Context: an optimization exercise on an open-source flow, tuned for small area and few clock cycles. The choices shown serve that exercise and are no tape-out recipe.
Only simulation tests tie the RTL to the original design; equivalence was not proved.

==> inputs of run D <==
==> flow/design.v (excerpt) <==
module montexp_seq
#(
    parameter int WID     = montexp_pkg::DEF_WID,
    parameter int EWID    = montexp_pkg::DEF_EWID,
    parameter int ECNTWID = montexp_pkg::DEF_ECNTWID
) (
    input  logic            clk,
    input  logic            rst,
    input  logic            start,
    input  logic [WID-1:0]  xbar,
    input  logic [WID-1:0]  onem,
    input  logic [EWID-1:0] e,
    output logic            busy,
    output logic            done,
    output logic [WID-1:0]  result,
    output logic [WID-1:0]  mm_a,
    output logic [WID-1:0]  mm_b,
    output logic            mm_start,
    input  logic            mm_done,
    input  logic [WID-1:0]  mm_r
);
Settings: LEC_CHECK=0, CAP_MARGIN=30, CORE_AREA=10 10 630 630, DIE_AREA=0 0 640 640, PLACE_DENSITY=0.6, SLEW_MARGIN=40; clock period 5.0 ns.
run.sh (not shown) runs the stock make flow with config.mk's settings and CLKGATE_MAP_FILE= SYNTH_SCRIPT=/design/flow/synth_recipe.tcl, a recipe that flattens the netlist after the stock synthesis.
==> run E: changes against run D <==
==> flow/flow/run.sh (new file) <==
#!/bin/bash
# Own layout flow: the standard flow (standard.sh) with three changes:
#  - synthesis maps logic with an area-oriented ABC script (flow/abc_area.script) in place of
#    ORFS's speed script; every other synthesis step, and the registers it makes, are unchanged;
#  - all pins are placed by flow/pins.tcl: the 256-bit ports bit by bit along the top and bottom edges,
#    before place_pins runs, with the control pins in a gap in the middle of the top edge;
#  - the port buffers placed during global placement are the smallest buffer cell (buf_1).
# Each tool's output goes to a log of its own in this folder.
set -euo pipefail
W=$PWD
rm -rf "$W/scripts_area"
cp -r "$FLOW_HOME/scripts" "$W/scripts_area"
cp "$W/flow/abc_area.script" "$W/scripts_area/abc_speed.script"
SCRIPTS_DIR="$W/scripts_area" bash standard.sh synth > "$W/synth.log" 2>&1
export PRE_IO_PLACEMENT_TCL="$W/flow/pins.tcl"
export BUFFER_PORTS_ARGS="-buffer_cell sky130_fd_sc_hd__buf_1"
bash standard.sh > "$W/layout.log" 2>&1
==> flow/flow/abc_area.script (new file) <==
strash
dch -f
amap
topo
stime -c
==> flow/flow/pins.tcl (new file) <==
# Pin plan: every bit i of the 256-bit ports gets its own column of met2 tracks (as many as the
# die width allows, at least four), bit 0 at the left: inputs xbar/onem/mm_r/e on the top edge,
# outputs mm_a/mm_b/result on the bottom edge, so each bit's logic can sit in a narrow vertical
# slice between its pins. The 7 control pins sit in a gap in the middle of the top edge, two
# tracks apart, between bits 127 and 128. Runs before place_pins (PRE_IO_PLACEMENT_TCL).
set block [ord::get_db_block]
set die [$block getDieArea]
set dbu [$block getDefUnits]
set W [expr {double([$die dx]) / $dbu}]
set H [expr {double([$die dy]) / $dbu}]
set pitch 0.46
set nbits 256
set ctl {clk rst start mm_done busy done mm_start}
set gap [expr {2 * [llength $ctl] + 8}]
set per [expr {max(4, int(($W - 8.0 - $gap * $pitch) / ($nbits * $pitch)))}]
set span [expr {($nbits * $per + $gap) * $pitch}]
# first track index so that the pin row is centred on the die
set t0 [expr {int(floor((($W - $span) / 2.0 - 0.23) / $pitch)) + 1}]
set top {xbar onem mm_r e}
set bot {mm_a mm_b result}
set ytop [expr {$H - 0.245}]
proc track_x {t} { return [expr {0.23 + $t * 0.46}] }
for {set i 0} {$i < $nbits} {incr i} {
  set tb [expr {$t0 + $i * $per + ($i >= $nbits / 2 ? $gap : 0)}]
  for {set k 0} {$k < 4} {incr k} {
    set x [track_x [expr {$tb + $k}]]
    if {$k < [llength $top]} {
      place_pin -pin_name "[lindex $top $k]\[$i\]" -layer met2 -location [list $x $ytop] -pin_size {0.14 0.49}
    }
    if {$k < [llength $bot]} {
      place_pin -pin_name "[lindex $bot $k]\[$i\]" -layer met2 -location [list $x 0.245] -pin_size {0.14 0.49}
    }
  }
}
set tc [expr {$t0 + ($nbits / 2) * $per + 4}]
foreach p $ctl {
  place_pin -pin_name $p -layer met2 -location [list [track_x $tc] $ytop] -pin_size {0.14 0.49}
  incr tc 2
}
==> flow/standard.sh (new file) <==
#!/bin/bash
# synth_recipe.tcl (not shown) runs the flow's synth.tcl, then flattens the netlist and writes it again
# the make line also repeats each setting of config.mk as NAME=value (left out here)
make -C /OpenROAD-flow-scripts/flow DESIGN_CONFIG=/design/flow/config.mk WORK_HOME=/design/flow/orfs CLKGATE_MAP_FILE= SYNTH_SCRIPT=/design/flow/synth_recipe.tcl "${@:-finish}"
==> flow/config.mk (replaced) <==
export PLATFORM = sky130hd
export DESIGN_NAME = montexp_seq
export DESIGN_NICKNAME = montexp_seq
export VERILOG_FILES = /design/flow/design.v
export SDC_FILE = /design/flow/constraint.sdc
export NUM_CORES = 4
export LEC_CHECK = 0
export CAP_MARGIN = 20
export CORE_AREA = 5 5 615 80
export CTS_CLUSTER_DIAMETER = 50
export CTS_CLUSTER_SIZE = 25
export DIE_AREA = 0 0 620 85
export PLACE_DENSITY = 0.7
export SLEW_MARGIN = 20
removed: flow/run.sh
==> impl_metrics.json <==
{
  "dpl-instance-area_sq_um": 28400,
  "avgSynthCellArea_sq_um": 9.28,
  "p_comb_frac": 0.223,
  "synthSimpleGateAreaFrac": 0.0508,
  "ctsResizeCount": 0,
  "synth_xor_area_frac": 0,
  "worstReg2RegStart": "idx[3]",
  "status": "finished clean"
}
That was run E.
==> impl_metrics.json <==
{
  "final_util": 0.134,
  "status": "finished clean",
  "avgSynthCellArea_sq_um": 10.6,
  "ctsResizeCount": 16,
  "synth_common_cells": "dfxtp_1, a221o_1, buf_4, and3_1, mux2_2",
  "synth_xor_area_frac": 0.000350,
  "start_kind": "register",
  "top_power_group": "the clock network",
  "io_pins": 1799,
  "period_share": 0.965,
  "synthSimpleGateAreaFrac": 0.136,
  "dpl-instance-area_sq_um": 48300,
  "cts_root_buffer": "clkbuf_16"
}
That was run D.
Testbench counts of run D, summed over its fixed seeds: cycles 202,300.
Testbench counts of run E, summed over its fixed seeds: cycles 202,300.

==> what the ideal ports hide <==
The results above use ideal ports. As a check the final layouts listed here were re-extracted and re-timed, cells and wires unchanged.
Step 1 (the two cells are an assumption about what drives the block):
set clk [get_ports {clk}]
set_driving_cell -lib_cell sky130_fd_sc_hd__clkbuf_16 $clk
set_driving_cell -lib_cell sky130_fd_sc_hd__buf_2 [delete_from_list [all_inputs] $clk]
Step 2 times the ports against the registers' clock, not the clock port: input delays grow and output delays shrink by t, the midpoint of the rising clock arrivals with the driver on.
Slacks: ideal ports / drivers / drivers and shift; pairs: ideal ports / drivers.
run	shift t [ns]	slack for setup (ns)	clock arrival spread, ns	slew at the worst register clock pin (ns)	worst data-port slew with drivers (ns)
run D	0.869	0.176 / 0.092 / 0.322	0.077 / 0.077	0.07 / 0.07	0.63
run E	0.638	0.870 / 0.833 / 0.833	0.039 / 0.038	0.11 / 0.11	0.15
After both steps every run listed still meets setup and hold. For run E, which loses most, drivers alone change the setup slack by -0.037 ns; drivers and shift together by -0.037 ns.
